This design comes from an exercise in tuning for small area, a short achievable clock period and few clock cycles per item on the open sky130 flow, not from production work.
Only simulation tests tie the RTL to the original design; equivalence was not proved.

== run D ==
==> flow/design.v (excerpt) <==
module led_cube_node_to_coordinate_unit (
  input  wire logic        clk_i,
  input  wire logic        rst_ni,
  input  wire logic        start_i,
  output logic             busy_o,
  input  wire logic [17:0] node_index_i,
  output logic             done_o,
  output logic [5:0]       voxel_x_o,
  output logic [5:0]       voxel_y_o,
  output logic [5:0]       voxel_z_o,
  output logic             index_out_of_range_o,
  input  wire logic        cfg_we_i,
  input  wire logic [2:0]  cfg_idx_i,
  input  wire logic [6:0]  cfg_data_i
);
==> flow/config.mk <==
export PLATFORM = sky130hd
export DESIGN_NAME = led_cube_node_to_coordinate_unit
export DESIGN_NICKNAME = led_cube_node_to_coordinate_unit
export VERILOG_FILES = /design/flow/design.v
export SDC_FILE = /design/flow/constraint.sdc
export NUM_CORES = 4
export LEC_CHECK = 0
export ABC_AREA = 1
export CAP_MARGIN = 20
export CORE_MARGIN = 2
export CORE_UTILIZATION = 40
export CTS_CLUSTER_DIAMETER = 120
export CTS_CLUSTER_SIZE = 24
export SETUP_SLACK_MARGIN = 3.35
export SLEW_MARGIN = 20
==> flow/constraint.sdc <==
create_clock -name core_clock -period 5.5 [get_ports {clk_i}]
set_input_delay 1.1000 -clock core_clock [delete_from_list [all_inputs] [get_ports {clk_i}]]
set_output_delay 1.1000 -clock core_clock [all_outputs]
set_load 0.01 [all_outputs]
standard.sh (not shown) runs the stock make flow with config.mk's settings and CLKGATE_MAP_FILE= SYNTH_SCRIPT=/design/flow/synth_recipe.tcl, a recipe that flattens the netlist after the stock synthesis.
==> flow/flow/run.sh <==
#!/bin/bash
# The standard layout, with the port buffers made of sky130_fd_sc_hd__buf_2 cells instead of
# the delay-buffer cells the resizer picks by default.
set -euo pipefail
bash standard.sh BUFFER_PORTS_ARGS="-buffer_cell sky130_fd_sc_hd__buf_2" finish > standard_make.log 2>&1
Testbench counts of run D, summed over its fixed seeds: cycles 32,448, items 32,000.
[inputs] run C vs run D
diff --git a/flow/config.mk b/flow/config.mk
--- a/flow/config.mk
+++ b/flow/config.mk
@@ -10,6 +10,7 @@
 export CORE_MARGIN = 2
-export CORE_UTILIZATION = 40
+export CORE_UTILIZATION = 55
 export CTS_CLUSTER_DIAMETER = 120
 export CTS_CLUSTER_SIZE = 24
-export SETUP_SLACK_MARGIN = 3.35
+export SETUP_SLACK_MARGIN = 3.3
 export SLEW_MARGIN = 20
+export TNS_END_PERCENT = 0
==> run summary <==
Taking run D as the reference, in run C number of buffers added for setup after CTS decreased by 9 relative to the old numbers, cell count lost about 6%, worst-case hold slack +0.0045 ns.
Between run D and run C, the register cell area after layout figures differ only marginally.

========
Setup of JK:
led_cube_node_to_coordinate_unit, a different RTL version from the one above (not shown whole).
Size in the first run: about 2100 cells after synthesis, roughly 330 flip-flops.
==> flow/design.v (excerpt) <==
module led_cube_node_to_coordinate_unit (
  input  wire logic        clk_i,
  input  wire logic        rst_ni,
  input  wire logic        start_i,
  output logic             busy_o,
  input  wire logic [17:0] node_index_i,
  output logic             done_o,
  output logic [5:0]       voxel_x_o,
  output logic [5:0]       voxel_y_o,
  output logic [5:0]       voxel_z_o,
  output logic             index_out_of_range_o,
  input  wire logic        cfg_we_i,
  input  wire logic [2:0]  cfg_idx_i,
  input  wire logic [6:0]  cfg_data_i
);
make LEC_CHECK=0 ABC_AREA=1 CAP_MARGIN=20 CORE_MARGIN=2 CORE_UTILIZATION=40 SETUP_SLACK_MARGIN=3.1 SLEW_MARGIN=20 finish   # period 5.5 ns
run.sh (not shown) runs the stock make flow with config.mk's settings and CLKGATE_MAP_FILE= SYNTH_SCRIPT=/design/flow/synth_recipe.tcl, a recipe that flattens the netlist after the stock synthesis.
Stock flow here: none of the scripts above is used.
Both conditions hold for JK: the flow ran to the end and the final layout passed the timing, design-rule and antenna checks.
Testbench counts of JK, summed over its fixed seeds: cycles 32,448, items 32,000.
> inputs changed (JK -> MS)
Settings: removing SETUP_SLACK_MARGIN (formerly 3.1).
Findings:
Changes observed in MS relative to JK: multi-input combinational cell area now sits lower; global-route wire length before repair now sits lower; routed length per instance now sits lower.
Relative to MS, the following input files were edited for AL:
Settings: an added SETUP_SLACK_MARGIN of 3.45.
==> flow/flow/run.sh (new file) <==
#!/bin/bash
# The standard layout, with the port buffers made of sky130_fd_sc_hd__buf_2 cells instead of
# the delay-buffer cells the resizer picks by default.
set -euo pipefail
bash standard.sh BUFFER_PORTS_ARGS="-buffer_cell sky130_fd_sc_hd__buf_2" finish > standard_make.log 2>&1
==> flow/standard.sh (new file) <==
#!/bin/bash
# synth_recipe.tcl (not shown) runs the flow's synth.tcl, then flattens the netlist and writes it again
# the make line also repeats each setting of config.mk as NAME=value (left out here)
make -C /OpenROAD-flow-scripts/flow DESIGN_CONFIG=/design/flow/config.mk WORK_HOME=/design/flow/orfs CLKGATE_MAP_FILE= SYNTH_SCRIPT=/design/flow/synth_recipe.tcl "${@:-finish}"
removed: flow/run.sh
### Flow results
Relative to MS, met3 capacity usage during global routing has gone up in AL.
Post-route fraction of the period consumed by the critical path: AL vs MS down 23 points
Placer congestion estimate sits lower in AL than in MS.
Input-level comparison between TR and AL:
==> flow/run.sh (new file) <==
#!/bin/bash
# synth_recipe.tcl (not shown) runs the flow's synth.tcl, then flattens the netlist and writes it again
# the make line also repeats each setting of config.mk as NAME=value (left out here)
make -C /OpenROAD-flow-scripts/flow DESIGN_CONFIG=/design/flow/config.mk WORK_HOME=/design/flow/orfs CLKGATE_MAP_FILE= SYNTH_SCRIPT=/design/flow/synth_recipe.tcl finish
removed: flow/flow/run.sh
removed: flow/standard.sh
## What came out
TR completed; timing, DRC and antenna clean. Between TR and AL, it is TR whose sequential share of layout area is lower, by 1.3 points. Measured against each other, AL and TR differ in post-layout worst setup margin, the lower figure coming from TR. Side by side, non-clock buffer contribution to total cell area turned out higher in TR than in AL.

## afterwards: timing with drivers on the ports
The results above use ideal ports. As a check the final layouts listed here were re-extracted and re-timed, cells and wires unchanged. Step 1: set_driving_cell puts a clkbuf_16 on clk_i and a buf_2 on each other input, an assumption about the parent block. Step 2 times the ports against the registers' clock, not the clock port: input delays grow and output delays shrink by t, the midpoint of the rising clock arrivals with the driver on. Three values: no drivers, after step 1, after step 2; two values: the first two.
| run | shift t [ns] | setup slack, ns | worst setup path at the end | slew at the worst register clock pin (ns) | cell pins on the clock port's net |
|---|---|---|---|---|---|
| run D | 0.566 | 3.389 / 3.336 / 2.919 | input to register | 0.10 / 0.10 | 1 |
| run C | 0.560 | 3.345 / 3.324 / 2.920 | input to register | 0.10 / 0.10 | 1 |
| JK | 0.601 | 3.178 / 3.119 / 2.676 | input to register | 0.06 / 0.06 | 1 |
| MS | 0.591 | 2.087 / 2.087 / 2.087 | register to register | 0.07 / 0.07 | 1 |
| AL | 0.595 | 3.332 / 3.327 / 2.879 | input to register | 0.07 / 0.07 | 1 |
| TR | 0.604 | 3.250 / 3.250 / 2.910 | input to register | 0.06 / 0.06 | 1 |
After both steps every run listed still meets setup and hold. For JK, which loses most, drivers alone change the setup slack by -0.059 ns; drivers and shift together by -0.502 ns.
